Background: an optimization exercise with open tools, aiming at small area, a short achievable clock period and few clock cycles per item. Do not read the settings as production practice. In this exercise RTL edits were held to simulation tests only and were not proved equivalent to the original.

## maple
## rgb_to_hsv_converter
module rgb_to_hsv_converter (
  input  wire logic        clk_i,
  input  wire logic        rst_ni,
  input  wire logic        in_valid_i,
  output logic             in_stall_o,
  input  wire logic [23:0] in_word_i,
  output logic             out_valid_o,
  input  wire logic        out_stall_i,
  output logic [30:0]      out_word_o
);
Size in the first run: roughly 330 flip-flops, roughly 61 I/O pins, about 0.023 mm^2 of cells after synthesis.
Settings: LEC_CHECK=0, ABC_AREA=1, CAP_MARGIN=20, CORE_MARGIN=2, CORE_UTILIZATION=60, CTS_CLUSTER_DIAMETER=100, CTS_CLUSTER_SIZE=30, GPL_ROUTABILITY_DRIVEN=0, PLACE_DENSITY_LB_ADDON=0.1, SETUP_SLACK_MARGIN=4.0, SLEW_MARGIN=20; clock period 7.5 ns.
run.sh (not shown) runs the stock make flow with config.mk's settings and CLKGATE_MAP_FILE= SYNTH_SCRIPT=/design/flow/synth_recipe.tcl, a recipe that flattens the netlist after the stock synthesis.
maple finished all stages; the layout is clean.
Testbench counts of maple, summed over its fixed seeds: cycles 24,064, pixels 24,000.
Edits applied to the flow inputs when going from maple to tundra:
Settings: removing PLACE_DENSITY_LB_ADDON (formerly 0.1); removing GPL_ROUTABILITY_DRIVEN (formerly 0); changing SETUP_SLACK_MARGIN from 4.0 to 4.1.
maple → tundra: data arrival time at the worst-slack endpoint now smaller; number of signal-net buffers in the layout now larger. tundra vs maple — via count climbed slightly. tundra vs maple: number of instances resized during post-cts repair up by more than a quarter. Going from maple to tundra, total buffers and inverters traversed by the critical path has decreased, core utilization has increased, maximum achievable frequency has increased, clock-pin transition on the worst setup and hold timing paths has remained practically unchanged. Shortest clock period the worst path allows after layout in tundra vs maple: down 54 ps. flop to flop as the start-to-end type of the worst setup path was reported by maple, and input pin to output port by tundra.
### tundra -> cedar
Settings: a deleted CTS_CLUSTER_DIAMETER that had been 100; a deleted CTS_CLUSTER_SIZE that had been 30; a change of SETUP_SLACK_MARGIN from 4.1 to 4.0.
Notes after the runs:
- Between tundra and cedar, the cell count does not differ in any meaningful way.
- Higher detail-routed net length per standard cell among cedar and tundra: tundra
- On layout multi-input combinational cell count, cedar and tundra are basically level.
- Re die footprint: no difference whatsoever between cedar and tundra.
- Area of combinational cells with multiple inputs is lower on cedar
- Against tundra, cedar reports a relative area change from synthesis to final layout that is higher.
[inputs] onyx vs cedar
Settings: CORE_UTILIZATION: 60 -> 45.
==> summary.txt <==
Compared with cedar, onyx shows a lower worst path setup slack after routing.
Compared with cedar, in onyx wire length on met1 climbed about 2.3%, maximum clock rate has decreased.
onyx vs. cedar: layout overhead on the synthesized area now sits at about the same level, starting utilization of the core area now sits lower, final cell count now sits higher, portion of the clock cycle consumed by the worst path in the final layout now sits higher.
onyx vs cedar: proportion of final cell area spent on non-clock buffers down in onyx
diff inputs: onyx => quartz
Settings: CTS_CLUSTER_SIZE: unset -> 30; CORE_UTILIZATION: 45 -> 60; CTS_CLUSTER_DIAMETER: unset -> 100.
Looking at global routing usage on met1, quartz sits 7.7 points above onyx.
Capture point of the critical path = in_stall_o: quartz; capture point of the critical path = q1_mid[5]: onyx
Changes observed in quartz relative to onyx: non-clock buffer share of cell area now sits higher; final standard cell utilization of the core now sits higher; via density per instance now sits higher; routed wire length now sits lower.

========
## the baseline
rgb_to_hsv_converter again, from the RTL that the note above started with.
==> flow/design.v (excerpt) <==
module rgb_to_hsv_converter (
  input  wire logic        clk_i,
  input  wire logic        rst_ni,
  input  wire logic        in_valid_i,
  output logic             in_stall_o,
  input  wire logic [23:0] in_word_i,
  output logic             out_valid_o,
  input  wire logic        out_stall_i,
  output logic [30:0]      out_word_o
);
Settings: LEC_CHECK=0, ABC_AREA=1, CAP_MARGIN=20, CORE_MARGIN=2, CORE_UTILIZATION=55, CTS_CLUSTER_DIAMETER=100, CTS_CLUSTER_SIZE=30, SETUP_SLACK_MARGIN=4.0, SLEW_MARGIN=20; clock period 7.5 ns.
No stage failed in the baseline, and the final checks on the layout all came back clean.
Testbench counts of the baseline, summed over its fixed seeds: cycles 24,064, pixels 24,000.
Setup changes, the baseline to the candidate
Settings: a change of CORE_UTILIZATION from 55 to 75; a deleted CTS_CLUSTER_DIAMETER that had been 100; a deleted CTS_CLUSTER_SIZE that had been 30.
### Flow results
Floorplan check, the candidate vs the baseline: die outline smaller in the candidate
[the candidate] die height fell 29 um relative to the baseline
Taking the baseline as the reference, in the candidate wire length on met1 now smaller; ratio of routed vias to standard cells now larger; worst-case hold slack now smaller.
Changes observed in the candidate relative to the baseline: final area rose 2.8%; placed instance count went down; number of buffer and inverter instances along the worst setup path went up.
Diff the baseline -> the candidate | global-route usage | increase of 11 points
Reported for the baseline and the candidate, number of top-level pins turned out identical to the last digit.

what the ideal ports hide:
The results above use ideal ports. As a check the final layouts listed here were re-extracted and re-timed, cells and wires unchanged. Step 1 sets driving cells, clkbuf_16 on the clock port and buf_2 on the other inputs (assumed; they add their load-dependent delay and slew). Step 2 adds t to the input delays and takes it off the output delays; t is the mean of the earliest and latest rising clock arrival at the registers after step 1. Input paths then give back, and output paths get back, about the clock's delay inside the block. Slacks: ideal / step 1 / step 2; pairs: ideal / step 1.
run | t, ns | setup slack, ns | worst data-port slew with drivers (ns)
maple | 0.571 | 4.049 / 4.026 / 3.559 | 0.05
tundra | 0.566 | 4.103 / 4.057 / 3.602 | 0.06
cedar | 0.587 | 4.058 / 4.006 / 3.505 | 0.06
onyx | 0.595 | 4.028 / 4.031 / 3.460 | 0.04
quartz | 0.565 | 4.065 / 4.012 / 3.529 | 0.06
the baseline | 0.574 | 4.085 / 4.049 / 3.535 | 0.04
the candidate | 0.568 | 3.784 / 3.784 / 3.488 | 0.04
After both steps every run listed still meets setup and hold. For onyx, which loses most, drivers alone change the setup slack by +0.003 ns; drivers and shift together by -0.568 ns.
